What follows belongs to an exercise in optimizing a design on an open flow for small area, a short achievable clock period and few clock cycles; a production flow would make more cautious choices. In this exercise RTL edits were held to simulation tests only and were not proved equivalent to the original.

## flow/design.v (module list and top-level ports; edited modules follow where they fit)
// module muldiv_engine: 1036 lines
module muldiv_engine #(
    parameter int MULT_CYCLES = 5,
    parameter int DIV_CYCLES  = 10
) (
    input  logic        clk,
    input  logic        reset,
    input  logic        start,
    input  logic [2:0]  op,
    input  logic [31:0] d1,
    input  logic [31:0] d2,
    input  logic        flush,
    output logic        busy,
    output logic [31:0] hi,
    output logic [31:0] lo
);
  // ...
==> flow/run.sh <==
#!/bin/bash
# synth_recipe.tcl (not shown) runs the flow's synth.tcl, then flattens the netlist and writes it again
# the make line also repeats each setting of config.mk as NAME=value (left out here)
make -C /OpenROAD-flow-scripts/flow DESIGN_CONFIG=/design/flow/config.mk WORK_HOME=/design/flow/orfs CLKGATE_MAP_FILE= SYNTH_SCRIPT=/design/flow/synth_recipe.tcl finish
==> flow/config.mk <==
export PLATFORM = sky130hd
export DESIGN_NAME = muldiv_engine
export DESIGN_NICKNAME = muldiv_engine
export VERILOG_FILES = /design/flow/design.v
export SDC_FILE = /design/flow/constraint.sdc
export NUM_CORES = 4
export LEC_CHECK = 0
export ABC_AREA = 1
export CAP_MARGIN = 50
export CORE_MARGIN = 2
export CORE_UTILIZATION = 40
export SLEW_MARGIN = 75
==> flow/constraint.sdc <==
create_clock -name core_clock -period 130.0 [get_ports {clk}]
set_input_delay 26.0000 -clock core_clock [delete_from_list [all_inputs] [get_ports {clk}]]
set_output_delay 26.0000 -clock core_clock [all_outputs]
set_load 0.01 [all_outputs]
==> impl_metrics.yaml, run 1 <==
layout:
  largest_class: "multi-input gates"
  multi_input_area_mm2: 0.02565
  multi_input_area_share_pct: 71.83
  clkbuf_count: 10
  fin_nets: 5222
  buf_share_pct: 7.285
  layout.cells.non_filler: 5738
  utilization_pct: 45.94
  register_area_mm2: 0.002704
  fillers: 8099
  nMultiInputCombCells: 3492
global_routing:
  grt_use_met1_pct: 49.45
  grt_use_total_pct: 37.17
die:
  rows: 102
  die_h_um: 284.6
  taps: 1040
  die_w_um: 284.6
critical_path:
  critPathMaxStageDelay_ps: 590
  cp_cell_sequence: "clkdlybuf4s50_1, inv_1, nand2_1, nand2_1, buf_6, clkinv_1, buf_6, o22ai_1, nor3b_2, buf_6, inv_2, o41ai_1, inv_1"
  r2r_end: "hi_reg[13]"
  crit_buf_inv: 8
  cp_slowest_cell: "clkdlybuf4s50_1"
detailed_routing:
  dr_wl_met3_um: 18750
  top_layer_used: "met5"
  wl_met2_um: 65030
logic_synthesis:
  ys_seq_area_share_pct: 8.356
  synth_fa_ha_area_share_pct: 24.85
  ys_ff_latch: 110
  synth_most_common_cell: "nand2_1"
  netlist_area_mm2: 0.03151
  synth-compound-area-share_pct: 22.33
sta:
  fin_skew_ps: 29.57
  worstMarginPinSlew_ps: 419.9
  finalCritPeriodShare_pct: 21.98
  setup_viol: 0
  relSlewSlack_pct: 71.82
place:
  gp_congestion: 1.083
run_status:
  status: "timing/DRC/antenna clean"
clock_tree:
  hold_buffers: 0
Testbench counts, summed over its fixed seeds: cycles 9,939.
==> inputs of run 2 (changes only) <==
--- a/flow/config.mk
+++ b/flow/config.mk
@@ -7,6 +7,6 @@
 export LEC_CHECK = 0
 export ABC_AREA = 1
-export CAP_MARGIN = 50
+export CAP_MARGIN = 20
 export CORE_MARGIN = 2
 export CORE_UTILIZATION = 40
-export SLEW_MARGIN = 75
+export SLEW_MARGIN = 20
==> impl_metrics.yaml, run 2 <==
run_status:
  status: "timing/DRC/antenna clean"
sta:
  finalCritPeriodShare_pct: 22.34
  setup_viol: 0
  finalHoldViolations: 0
  tns_ps: 0
  timing.final.crit_period_ps: 29040
  rsz0062_at_grt: "no"
  relSlewSlack_pct: 19.95
  maxSlewViolCount: 0
  fin_skew_ps: 32.38
  clock.fmax_mhz: 34.44
  worstMarginPinSlew_ps: 1188
global_routing:
  grt-ovfl-total: 0
  antenna_found_initial: 4
  grt_max_degree: 76
  grt_pass1_wl_um: 222100
  grt_use_total_pct: 36.88
  grt_pass1_vias: 32710
logic_synthesis:
  yosysTopAreaCellShare_pct: 17.54
  synth_area_leaders: "fa_1 18%, nand2_1 10%, xor2_1 10%"
  synth_top_family_by_area: "adder cells"
  synth-xor-area-share_pct: 11.48
  synth_fa_ha_area_share_pct: 24.85
  synth_top_area_cell: "fa_1"
  avgSynthCellArea_um2: 6.738
  synthesis.nets: 5207
  netlist_area_mm2: 0.03151
  synthMuxAreaShare_pct: 0.03177
  yosys.area_share.simple_pct: 19.42
  synth_commonest_cells: "876 x nand2_1, 769 x inv_1, 365 x xor2_1, 292 x a21oi_1, 290 x o22ai_1"
  synth-main-ff-cell: "dfxtp_1"
  ys_types: 72
  synth_most_common_cell: "nand2_1"
  ys_seq_area_share_pct: 8.356
  syn_inst: 4676
  async_reset_ff_share_pct: 0
  ys_ff_latch: 110
  synth-compound-area-share_pct: 22.33
  synth_edf_count: 43
  ys_warn_count: 3
detailed_routing:
  drc: 0
  wire_per_inst_um: 26.85
  dr.pass1.iters: 6
  vias_per_cell: 6.044
  ant_nets: 0
  routed-via-count: 34450
  wirelength_um: 153100
  drtIter0Drc: 4283
clock_tree:
  htreeDepth: 3
  clk_latency_ps: 420
  tritoncts: "done"
  cts_sinks: 110
  clkTransAtPathRegs_ps: 100
  root_buffer: "clkbuf_16"
  cts_resized: 0
  cts_buffers: 9
  post-cts-setup-buffers: 0
  cts.path.max_buffers: 2
  hold_buffers: 0
die:
  core-area_mm2: 0.07772
  dieArea_mm2: 0.08102
  pin_count: 136
  die_h_um: 284.6
  rows: 102
  die_w_um: 284.6
  initial_core_util_pct: 40.54
layout:
  fillers: 8276
  fin_nets: 5186
  layout_common_cells: "869 x nand2_1, 769 x inv_1, 365 x xor2_1"
  utilization_pct: 43.73
  final_common_cell: "nand2_1"
  diodes: 0
  drive_above_1_share_pct: 4.893
  area_growth_pct: 7.891
critical_path:
  crit_fanout: 63
  end_kind: "register"
  required_ps: 130350
  arrival_ps: 29380
  critPathLaunchType: "input port"
  worstSetupPathType: "input port to register"
run:
  maxCapViolCount: 0
place:
  dpl.hpwl_um: 120400
  gp_congestion: 1.083
  io_buffers: 135
worst_hold_path:
  hold_path_class: "register to register"
run 2: cell counts after synthesis:
No cell type changed its count.
run 2: final timing paths:
path,cells after the start,slack (ps),to,start
setup reg to reg,166,101750,hi_reg[26],lo_reg[3]
setup / recovery,14,100960,hi_reg[3],op[2]
hold / removal,2,570,lo_reg[7],lo_reg[7]
hold reg to reg,2,570,lo_reg[7],lo_reg[7]
run 2: routing by layer:
metal / routed length, um / GRT usage [%] / up-vias
met4: 9996 / 20.17 / 4
met5: 26 / 0 / -
met2: 63580 / 54.14 / 2224
met1: 61060 / 49.32 / 16440
li1: - / - / 15320
met3: 18400 / 9.302 / 456
run 2: cells by family (layout without fill, tap and decap cells):
family	after synthesis	count (layout)
XOR/XNOR	413	413
adder cells (fa/ha/maj)	460	460
multiplexers	1	1
AO/OA/AOI/OAI	1167	1167
flip-flops	110	110
AND/OR/NAND/NOR	1451	1451
buffers and inverters	1074	1058
run 2: metrics by stage:
stage | instances | hold slack [ps] | setup WS, ps | instance area, um^2
finish | 5700 | 574.9 | 100960 | 33990
global route | 5700 | 592.5 | 98830 | 33990
CTS | 5700 | 570.4 | 100920 | 33980
detailed placement | 5684 | 555.5 | 100500 | 33710
global placement | 5684 | 540.1 | 100630 | 33710
floorplan | 4676 | 524.0 | 101650 | 31510
run 2: layout make-up:
type / count / area, um^2 / share of cell area [%]
sequential: 110 / 2638 / 7.759
clock buffer: 9 / 225.2 / 0.6626
tap: 1040 / 1301 / 3.828
timing repair buffer: 220 / 1984 / 5.838
inverter: 822 / 3087 / 9.081
clock inverter: 7 / 47.55 / 0.1399
multi-input combinational: 3492 / 24710 / 72.69
run 2: worst max-delay path, stage by stage:
cell	delay (ps)
clkdlybuf4s50_1	580
inv_1	100
nand2_1	90
inv_1	80
a21oi_4	100
buf_4	430
inv_1	160
nand3_1	120
o211ai_1	90
nor2_1	190
clkinv_2	750
a21oi_1	420
nand2_1	90
a21oi_1	120

port drivers added, routing unchanged:
Ports are ideal in the flow. The routed layouts listed here were re-timed in OpenROAD. Step 1: set_driving_cell puts a clkbuf_16 on clk and a buf_2 on each other input, an assumption about the parent block. Step 2, shift: input delay + t, output delay - t, t = (earliest + latest rising clock arrival at the registers) / 2. This alone moves slack from input paths to output paths. a / b / c = ideal / step 1 / step 2; a / b = the first two.
run | shift t [ns] | slack for setup (ns) | hold slack, ns | cell pins on the clock port's net
run 1 | 0.472 | 101.425 / 101.463 / 100.991 | 0.556 / 0.556 / 0.556 | 1
run 2 | 0.465 | 100.964 / 100.999 / 100.534 | 0.575 / 0.575 / 0.575 | 1
After both steps every run listed still meets setup and hold. The setup slack of run 1, which loses most, moves by +0.038 ns with the drivers and by -0.434 ns with both steps.
